From an optimization exercise on the open Yosys and OpenROAD flow, aimed at small area, a short achievable clock period and few clock cycles; shortcuts taken in it are not production practice. The RTL was checked by simulation tests, not by an equivalence proof against the original design. Power and IR drop assume default switching activity.

==> design/flow/design.v <==
`default_nettype none
module otpc_decode (
  input  wire logic          clk_i,
  input  wire logic          rst_ni,
  input  wire logic [35:0]   pt_i,
  input  wire logic          consume_i,
  output logic [304:0]       batch_o
);
  localparam logic [1:0] KIND_CONIC = 2'd0;
  localparam logic [1:0] KIND_ON    = 2'd1;
  localparam logic [1:0] KIND_CUBIC = 2'd2;
  localparam logic [2:0] CMD_MOVE  = 3'd0;
  localparam logic [2:0] CMD_LINE  = 3'd1;
  localparam logic [2:0] CMD_QUAD  = 3'd2;
  localparam logic [2:0] CMD_CUBIC = 3'd3;
  localparam logic [2:0] CMD_CLOSE = 3'd4;
  localparam logic [2:0] CMD_ERROR = 3'd5;
  localparam logic [1:0] ERR_NONE  = 2'd0;
  localparam logic [1:0] ERR_QUAD  = 2'd1;
  localparam logic [1:0] ERR_CUBIC = 2'd2;
  logic [15:0] px;
  logic [15:0] py;
  logic        p_on;
  logic        p_cubic;
  logic        p_cend;
  logic        p_oend;
  assign px      = pt_i[35:20];
  assign py      = pt_i[19:4];
  assign p_on    = pt_i[3];
  assign p_cubic = pt_i[2];
  assign p_cend  = pt_i[1];
  assign p_oend  = pt_i[0];
  logic [15:0] sx_q;
  logic [15:0] sy_q;
  logic [15:0] px0_q;
  logic [15:0] py0_q;
  logic [15:0] px1_q;
  logic [15:0] py1_q;
  logic [15:0] sx_d;
  logic [15:0] sy_d;
  logic [15:0] px0_d;
  logic [15:0] py0_d;
  logic [15:0] px1_d;
  logic [15:0] py1_d;
  logic [1:0]  rk0_q;
  logic [1:0]  rk1_q;
  logic [1:0]  rk2_q;
  logic [1:0]  rk0_d;
  logic [1:0]  rk1_d;
  logic [1:0]  rk2_d;
  logic        inc_q;
  logic        inc_d;
  logic        drop_q;
  logic        drop_d;
  logic [1:0]   kind;
  logic [1:0]   errk;
  logic         end_o;
  logic         end_c;
  logic [1:0]   n;
  logic [100:0] tmp;
  logic [100:0] r0;
  logic [100:0] r1;
  logic [100:0] r2;
  logic [16:0]  sum_x;
  logic [16:0]  sum_y;
  logic [16:0]  rnd_x;
  logic [16:0]  rnd_y;
  logic [15:0]  mx;
  logic [15:0]  my;
  always_comb begin
    sum_x = {px0_q[15], px0_q} + {px[15], px};
    sum_y = {py0_q[15], py0_q} + {py[15], py};
    rnd_x = sum_x + {16'd0, sum_x[16]};
    rnd_y = sum_y + {16'd0, sum_y[16]};
    mx    = rnd_x[16:1];
    my    = rnd_y[16:1];
  end
  always_comb begin
    sx_d   = sx_q;
    sy_d   = sy_q;
    px0_d  = px0_q;
    py0_d  = py0_q;
    px1_d  = px1_q;
    py1_d  = py1_q;
    rk0_d  = rk0_q;
    rk1_d  = rk1_q;
    rk2_d  = rk2_q;
    inc_d  = inc_q;
    drop_d = drop_q;
    r0     = '0;
    r1     = '0;
    r2     = '0;
    tmp    = '0;
    n      = 2'd0;
    errk   = ERR_NONE;
    end_o  = p_oend;
    end_c  = p_cend | p_oend;
    if (p_on) begin
      kind = KIND_ON;
    end else if (p_cubic) begin
      kind = KIND_CUBIC;
    end else begin
      kind = KIND_CONIC;
    end
    if (drop_q) begin
      if (end_o) begin
        drop_d = 1'b0;
      end
    end else begin
      if (!inc_q) begin
        tmp = {CMD_MOVE, ERR_NONE, px, py, 16'd0, 16'd0, 16'd0, 16'd0};
        r0 = tmp;
        n      = n + 2'd1;
        sx_d   = px;
        sy_d   = py;
        rk0_d  = kind;
        rk1_d  = KIND_ON;
        rk2_d  = KIND_ON;
        px0_d  = px;
        py0_d  = py;
        px1_d  = '0;
        py1_d  = '0;
        inc_d  = 1'b1;
      end else begin
        case (rk0_q)
          KIND_CONIC: begin
            if (kind == KIND_ON) begin
              tmp = {CMD_QUAD, ERR_NONE, px0_q, py0_q, px, py, 16'd0, 16'd0};
              r0 = tmp;
              n = n + 2'd1;
            end else if (kind == KIND_CONIC) begin
              tmp = {CMD_QUAD, ERR_NONE, px0_q, py0_q, mx, my, 16'd0, 16'd0};
              r0 = tmp;
              n      = n + 2'd1;
              px0_d  = mx;
              py0_d  = my;
              rk0_d  = KIND_ON;
            end else begin
              errk = ERR_QUAD;
            end
          end
          KIND_CUBIC: begin
            if (kind == KIND_ON) begin
              if (rk1_q == KIND_CUBIC && rk2_q == KIND_ON) begin
                tmp = {CMD_CUBIC, ERR_NONE, px1_q, py1_q, px0_q, py0_q, px, py};
                r0 = tmp;
                n = n + 2'd1;
              end else begin
                errk = ERR_CUBIC;
              end
            end else if (kind == KIND_CONIC || rk1_q != KIND_ON) begin
              errk = ERR_CUBIC;
            end
          end
          default: begin
            if (kind == KIND_ON) begin
              tmp = {CMD_LINE, ERR_NONE, px, py, 16'd0, 16'd0, 16'd0, 16'd0};
              r0 = tmp;
              n = n + 2'd1;
            end
          end
        endcase
        if (errk == ERR_NONE) begin
          rk2_d = rk1_d;
          rk1_d = rk0_d;
          rk0_d = kind;
          px1_d = px0_d;
          py1_d = py0_d;
          px0_d = px;
          py0_d = py;
        end
      end
      if (errk == ERR_NONE && end_c) begin
        case (rk0_d)
          KIND_CONIC: begin
            tmp = {CMD_QUAD, ERR_NONE, px0_d, py0_d, sx_d, sy_d, 16'd0, 16'd0};
            if (n == 2'd0) r0 = tmp;
            else r1 = tmp;
            n = n + 2'd1;
          end
          KIND_CUBIC: begin
            if (rk1_d == KIND_CUBIC && rk2_d == KIND_ON) begin
              tmp = {CMD_CUBIC, ERR_NONE, px1_d, py1_d, px0_d, py0_d, sx_d, sy_d};
              if (n == 2'd0) r0 = tmp;
              else r1 = tmp;
              n = n + 2'd1;
            end else begin
              errk = ERR_CUBIC;
            end
          end
          default: begin
            tmp = {CMD_LINE, ERR_NONE, sx_d, sy_d, 16'd0, 16'd0, 16'd0, 16'd0};
            if (n == 2'd0) r0 = tmp;
            else r1 = tmp;
            n = n + 2'd1;
          end
        endcase
        if (errk == ERR_NONE) begin
          tmp = {CMD_CLOSE, ERR_NONE, 16'd0, 16'd0, 16'd0, 16'd0, 16'd0, 16'd0};
          if (n == 2'd1) r1 = tmp;
          else r2 = tmp;
          n = n + 2'd1;
        end
        inc_d = 1'b0;
      end
      if (errk != ERR_NONE) begin
        tmp = {CMD_ERROR, errk, 16'd0, 16'd0, 16'd0, 16'd0, 16'd0, 16'd0};
        if (n == 2'd0) r0 = tmp;
        else r1 = tmp;
        n      = n + 2'd1;
        inc_d  = 1'b0;
        drop_d = ~end_o;
      end
    end
    batch_o = {r2, r1, r0, n};
  end
  always_ff @(posedge clk_i or negedge rst_ni) begin
    if (!rst_ni) begin
      sx_q   <= '0;
      sy_q   <= '0;
      px0_q  <= '0;
      py0_q  <= '0;
      px1_q  <= '0;
      py1_q  <= '0;
      rk0_q  <= KIND_ON;
      rk1_q  <= KIND_ON;
      rk2_q  <= KIND_ON;
      inc_q  <= 1'b0;
      drop_q <= 1'b0;
    end else if (consume_i) begin
      sx_q   <= sx_d;
      sy_q   <= sy_d;
      px0_q  <= px0_d;
      py0_q  <= py0_d;
      px1_q  <= px1_d;
      py1_q  <= py1_d;
      rk0_q  <= rk0_d;
      rk1_q  <= rk1_d;
      rk2_q  <= rk2_d;
      inc_q  <= inc_d;
      drop_q <= drop_d;
    end
  end
endmodule
`default_nettype wire
`default_nettype none
module otpc_outbuf (
  input  wire logic          clk_i,
  input  wire logic          rst_ni,
  input  wire logic [304:0]  batch_i,
  input  wire logic          consume_i,
  output logic               space_o,
  output logic               out_valid_o,
  input  wire logic          out_stall_i,
  output logic [100:0]       head_o,
  output logic               last_o
);
  logic [100:0] s0_q;
  logic [100:0] s1_q;
  logic [100:0] s2_q;
  logic [100:0] s0_d;
  logic [100:0] s1_d;
  logic [100:0] s2_d;
  logic [1:0]   cnt_q;
  logic [1:0]   cnt_d;
  logic         take;
  logic         push;
  assign take    = (cnt_q != 2'd0) && !out_stall_i;
  assign space_o = (cnt_q == 2'd0) || (cnt_q == 2'd1 && take);
  assign push    = consume_i && (batch_i[1:0] != 2'd0);
  always_comb begin
    s0_d  = s0_q;
    s1_d  = s1_q;
    s2_d  = s2_q;
    cnt_d = cnt_q;
    if (push) begin
      s0_d  = batch_i[102:2];
      s1_d  = batch_i[203:103];
      s2_d  = batch_i[304:204];
      cnt_d = batch_i[1:0];
    end else if (take) begin
      s0_d  = s1_q;
      s1_d  = s2_q;
      s2_d  = '0;
      cnt_d = cnt_q - 2'd1;
    end
  end
  always_ff @(posedge clk_i or negedge rst_ni) begin
    if (!rst_ni) begin
      cnt_q <= 2'd0;
    end else begin
      cnt_q <= cnt_d;
    end
  end
  always_ff @(posedge clk_i) begin
    s0_q <= s0_d;
    s1_q <= s1_d;
    s2_q <= s2_d;
  end
  assign out_valid_o = (cnt_q != 2'd0);
  assign head_o      = s0_q;
  assign last_o      = (cnt_q == 2'd1);
endmodule
`default_nettype wire
`default_nettype none
module outline_to_path_commands (
  input  wire logic                 clk_i,
  input  wire logic                 rst_ni,
  input  wire logic                 in_valid_i,
  output logic                      in_stall_o,
  input  wire logic signed [15:0]   point_x_i,
  input  wire logic signed [15:0]   point_y_i,
  input  wire logic                 on_curve_i,
  input  wire logic                 cubic_control_i,
  input  wire logic                 contour_end_i,
  input  wire logic                 outline_end_i,
  output logic                      out_valid_o,
  input  wire logic                 out_stall_i,
  output logic [2:0]                command_o,
  output logic [1:0]                error_kind_o,
  output logic signed [15:0]        ax_o,
  output logic signed [15:0]        ay_o,
  output logic signed [15:0]        bx_o,
  output logic signed [15:0]        by_o,
  output logic signed [15:0]        cx_o,
  output logic signed [15:0]        cy_o,
  output logic                      run_last_o
);
  logic [35:0]  pt_q;
  logic         vld_q;
  logic         accept;
  logic         consume;
  logic         space;
  logic [304:0] batch;
  logic [100:0] head;
  assign consume    = vld_q && space;
  assign in_stall_o = vld_q && !space;
  assign accept     = in_valid_i && !in_stall_o;
  always_ff @(posedge clk_i or negedge rst_ni) begin
    if (!rst_ni) begin
      vld_q <= 1'b0;
    end else if (accept) begin
      vld_q <= 1'b1;
    end else if (consume) begin
      vld_q <= 1'b0;
    end
  end
  always_ff @(posedge clk_i) begin
    if (accept) begin
      pt_q <= {point_x_i, point_y_i, on_curve_i, cubic_control_i, contour_end_i,
               outline_end_i};
    end
  end
  otpc_decode u_decode (
    .clk_i     (clk_i),
    .rst_ni    (rst_ni),
    .pt_i      (pt_q),
    .consume_i (consume),
    .batch_o   (batch)
  );
  otpc_outbuf u_outbuf (
    .clk_i       (clk_i),
    .rst_ni      (rst_ni),
    .batch_i     (batch),
    .consume_i   (consume),
    .space_o     (space),
    .out_valid_o (out_valid_o),
    .out_stall_i (out_stall_i),
    .head_o      (head),
    .last_o      (run_last_o)
  );
  assign command_o    = head[100:98];
  assign error_kind_o = head[97:96];
  assign ax_o         = head[95:80];
  assign ay_o         = head[79:64];
  assign bx_o         = head[63:48];
  assign by_o         = head[47:32];
  assign cx_o         = head[31:16];
  assign cy_o         = head[15:0];
endmodule
`default_nettype wire
==> design/flow/run.sh <==
#!/bin/bash
# synth_recipe.tcl (not shown) runs the flow's synth.tcl, then flattens the netlist and writes it again
# the make line also repeats each setting of config.mk as NAME=value (left out here)
make -C /OpenROAD-flow-scripts/flow DESIGN_CONFIG=/design/flow/config.mk WORK_HOME=/design/flow/orfs CLKGATE_MAP_FILE= SYNTH_SCRIPT=/design/flow/synth_recipe.tcl finish
==> design/flow/config.mk <==
export PLATFORM = sky130hd
export DESIGN_NAME = outline_to_path_commands
export DESIGN_NICKNAME = outline_to_path_commands
export VERILOG_FILES = /design/flow/design.v
export SDC_FILE = /design/flow/constraint.sdc
export NUM_CORES = 4
export LEC_CHECK = 0
export CAP_MARGIN = 20
export CORE_MARGIN = 2
export CORE_UTILIZATION = 40
export SLEW_MARGIN = 20
==> design/flow/constraint.sdc <==
create_clock -name core_clock -period 5.5 [get_ports {clk_i}]
set_input_delay 1.1000 -clock core_clock [delete_from_list [all_inputs] [get_ports {clk_i}]]
set_output_delay 1.1000 -clock core_clock [all_outputs]
set_load 0.01 [all_outputs]
==> run summary <==
* Vias at 17.7k
* Number of library cell types mapped by synthesis at 87
* CP endpoint kind: register
* Final non-filler cell total at 2832
* Complex-gate fraction of the synthesized area at 0.234
* Critical path startpoint category: register
* Largest net degree at the start of global routing at 95
* Sw power at 7.70 mW
* Synth top area share at 0.364
* Power consumption at 16.9 mW
* Final hold violations at 0
* Worst vdd ir at 0.417 mV
* First-pass GRT wire length at ~120000 um
* Hold Path Sink: u_decode.px1_q[13]
* Max-slew violations at 0
* Latest clock arrival within the worst-skew pair at between 0.5 and 0.6 ns
* Post-CTS setup buffer count at 0
* Pwr dens at 716 mW/mm^2
* Leak pwr at between 8 and 9 nW
* Switching Fraction at 0.455
* Routed len/inst at 27.8 um
* Number of synthesized flops with an enable pin at 239
* RSZ-0062 raised after global routing: false
* Met3 Use GR at 0.0518
* Number of global-route vias before repair at 17.3k
* Flop2flop setup slack at 0.26 ns
* Primary FF master, synth: edfxtp_1
* Filler cell count at ~4.6k
* Multi-input gate area at 0.00929 mm^2
* Full die area at 0.0511 mm^2
* Initial antenna violation count at 2
* Met1 Usage GRT at 0.387
* Hold-fix buffer count after cts at 0
* Inserted Diodes at 0
* Die H at ~230 um
* Reg area at 0.00986 mm^2
* Synth async-reset ratio at 0.309
* GPL Wtd Cong at approximately 0.99
* Drt pass-1 iters at 9
* Most common cell on crit path: ha_4
* DRC at 0
* Layout cells sized above 1 at 0.0982
* Worst-Margin Slew at 1.27 ns
* Fin crit share at 0.952
* XOR/XNOR Fraction of Synth Area at 0.0244
* Data required time of the critical path at 5.83 ns
* Internal cell power at 9.23 mW
* Slowest cell delay on critical path at 0.54 ns
* Slew headroom at 0.151
* FF-to-FF End: u_outbuf.s1_q[84]
* CTS buffer count at 42
* R2R depth at 20
* Final clock skew at ~0.02 ns
* Number of H-tree levels at 2
* Worst slack, placed at 0.340 ns
* Overflow after GRT at 0
* Hold_sp: u_decode.px1_q[13]
* Main area contributors after synthesis: edfxtp_1 36%, dfrtp_1 13%, o21ai_0 5.1%
* Largest family of logic cells by synthesized area: compound AO/OA/AOI/OAI gates
* PnR worst setup slack at 0.265 ns
* Detail Placement HPWL at between 50000 and 60000 um
* # nets final at 2215
* Grt peak-use layer: met2
* # rows at just over 80
* Die width at 226 um
* Slowest CP cell: dfstp_2
* Hold Crit Depth at 2
* PostCTS Resize Cnt at 0
* Area growth from synthesis to layout at 19.9%
* Period minus WS final at 5.24 ns
* Design area at 0.0237 mm^2
* DRT iter0 DRCs at 1912
* Max-cap violation count at 0
* CTS Root Cell: clkbuf_16
* Status: complete, no violations
* Sequential cell area fraction in the yosys report at 0.500
* Final Setup Violations at 0
* Final core occ at 0.484
* Clock sinks at 346
* Core Region at 0.0488 mm^2
* Post-Synth Simple-Gate Area at 0.136
* Grt met2 use at 0.495
* Io pins at about 140
* Hold Crit Class: reg -> reg
* CP cell instances: nand4b_1, o211ai_2, a211oi_1, or2_4, or2_1, inv_4, ha_4, nand2_4, nand2_2, ha_4, a221oi_4, inv_1, ha_1, nor3_1, a21oi_2, o21ai_4, nor3b_1, nand2_1, buf_4, nor2_1
* Logic pwr share at 0.519
* Critical path class: reg -> reg
* Max Fanout on Critical Path at 27
* All-Layer GR Usage at 0.309
* Synth Instances at 1989
* Syn_area_per_cell at 9.91 um^2
* Clock transition at path regs at 0.06 ns
* FF+latch count, synth at 346
* Adder-cell share of the synthesized area at 0.0268
* RR Startpoint: u_decode.rk2_q[0]
* Starting Density at 0.404
* CTS Buffer Depth at 3
* Post-Syn Area at between 0.015 and 0.02 mm^2
* Worst EP arrival at 5.57 ns
* Final WL at between 70000 and 80000 um
* Mux cell area share after synthesis at 0.0382
* Drt via density at 6.24
* Reg power frac at 0.316
* Post-DP Area at roughly 0.022 mm^2
* TritonCTS clock tree: yes
* DRT antenna net count at 0
* IO Port Bufs at about 140
* Clk pwr share at 0.165
* Dpl cells at 2754
* Post-synth top area cell: edfxtp_1
* Achievable Freq at approximately 190 MHz
* Warnings from Yosys at 3
## layer usage
| layer | up-vias | part of all wire |
|---|---|---|
| met1 | 8654 | 0.39 |
| li1 | 7762 | - |
| met3 | 285 | 0.072 |
| met5 | - | 0.00014 |
| met2 | 979 | 0.46 |
| met4 | 2 | 0.075 |
## worst max-delay path by stage
stage,startpoint,to,slack (ns),cells after the start
floorplan,u_decode.rk2_q[0],u_outbuf.s0_q[0],-0.53,23
global placement,u_decode.rk2_q[0],u_outbuf.s1_q[85],0.40,20
detailed placement,u_decode.rk2_q[0],u_outbuf.s1_q[91],0.34,20
CTS,u_decode.rk2_q[0],u_outbuf.s1_q[81],0.32,20
global route,u_decode.rk2_q[0],u_outbuf.s1_q[88],0.02,20
finish,u_decode.rk2_q[0],u_outbuf.s1_q[84],0.26,20
## sequential cells by signal (all words and copies together) (netlist names)
signal	flops
u_decode.sy_q	16
u_decode.rk0_q	2
u_decode.inc_q	1
u_outbuf.cnt_q	2
u_decode.rk2_q	2
pt_q	36
u_decode.px0_q	16
u_outbuf.s1_q	101
u_decode.px1_q	16
u_decode.rk1_q	2
u_decode.sx_q	16
u_decode.py0_q	16
u_decode.py1_q	16
vld_q	1
u_outbuf.s0_q	101
u_decode.drop_q	1
u_outbuf.s2_q	1
## final cells by class
class,count,area share
sequential,346,0.417
clock buffer,52,0.0482
inverter,35,0.00566
clock inverter,26,0.0102
timing repair buffer,225,0.0910
tap,664,0.0351
multi-input combinational,1484,0.393
## cells in the mapped netlist (5+ instances only)
library cell	count
a211oi_1	12
a21o_1	22
a21oi_1	113
a221o_1	8
a221oi_1	28
a222oi_1	6
a22o_1	47
a22oi_1	36
a31oi_1	11
a32o_1	6
a32oi_1	39
and2_1	20
and3_1	7
and4_1	6
buf_1	12
buf_2	26
clkbuf_1	109
dfrtp_1	104
edfxtp_1	239
ha_1	39
inv_1	34
mux2_2	26
mux2i_1	46
nand2_1	267
nand2b_1	11
nand3_1	28
nand4_1	9
nor2_1	173
nor2_2	5
nor2b_1	14
nor3_1	20
nor4_1	8
o211ai_1	18
o21a_1	11
o21ai_0	202
o21ai_1	9
o221ai_1	13
o22a_1	19
o22ai_1	14
o31ai_1	16
o41ai_1	8
or3_1	10
xnor2_1	42
xor2_1	13
## through the flow
step	setup TNS, ns	hold WS (ns)
2_1_floorplan	-107.25	0.421
3_3_place_gp	0	0.462
3_5_place_dp	0	0.475
4_1_cts	0	0.487
5_1_grt	0	0.507
6_report	0	0.484
## cell families after synthesis
logic type               count (synthesis)
AO/OA/AOI/OAI                          680
XOR/XNOR                                55
adder cells (fa/ha/maj)                 41
buffers and inverters                  190
flip-flops                             346
multiplexers                            72
other                                    1
AND/OR/NAND/NOR                        604
## cells in the final DEF (no fill, tap or decap), types with 9 or more instances in the layout
cell	instances
and2_1	19
a21o_1	22
a22o_1	47
edfxtp_1	239
clkinv_2	10
o31ai_1	16
nand2_1	265
o22ai_1	14
a21oi_1	113
nand4_1	9
a211oi_1	12
ha_1	37
inv_1	34
dfrtp_1	103
o21ai_0	197
or3_1	10
a32oi_1	39
nand3_1	28
nor3_1	20
a31oi_1	11
o211ai_1	18
nor2b_1	14
xor2_1	13
xnor2_1	42
nor2_1	172
a22oi_1	36
o221ai_1	13
o21a_1	11
clkdlybuf4s50_1	142
o22a_1	19
clkbuf_16	43
mux2_2	26
mux2i_1	46
nand2b_1	10
conb_1	32
a221oi_1	28
buf_4	75
o21ai_1	11
## power by group through the flow
stage	registers [mW]	logic [mW]	clock network (mW)
6_report	5.35	8.78	2.79
5_1_grt	5.43	9.44	2.94
4_1_cts	5.33	8.65	2.84
3_5_place_dp	5.35	8.60	0
3_3_place_gp	5.35	8.50	0
2_1_floorplan	5.22	5.17	0
## critical path, delay by kind of cell (launching register included)
| family | cells | cell delay, ns |
|---|---|---|
| buffers and inverters | 3 | 0.45 |
| AO/OA/AOI/OAI | 5 | 1.42 |
| flip-flops | 1 | 0.54 |
| AND/OR/NAND/NOR | 9 | 1.79 |
| adder cells (fa/ha/maj) | 3 | 0.76 |
Testbench counts, summed over its fixed seeds: cycles 16,813.

==> static timing again, ports no longer ideal <==
The results above use ideal ports. As a check the final layout listed here was re-extracted and re-timed, cells and wires unchanged. Step 1, drivers: a clkbuf_16 drives clk_i and a buf_2 each remaining input, both assumed. Step 2 also shifts input and output timing later by t, the mid clock arrival at the registers, as if the neighbouring blocks saw the same clock. Slacks: ideal / step 1 / step 2; pairs: ideal / step 1.
t, ns: 0.639
setup WS [ns]: 0.265 / 0.265 / 0.265
worst setup path at the end: register to register
latest minus earliest clock arrival (ns): 0.020 / 0.020
After both steps setup and hold are still met in this run. The setup slack of this run moves by 0.000 ns with the drivers and by 0.000 ns with both steps.
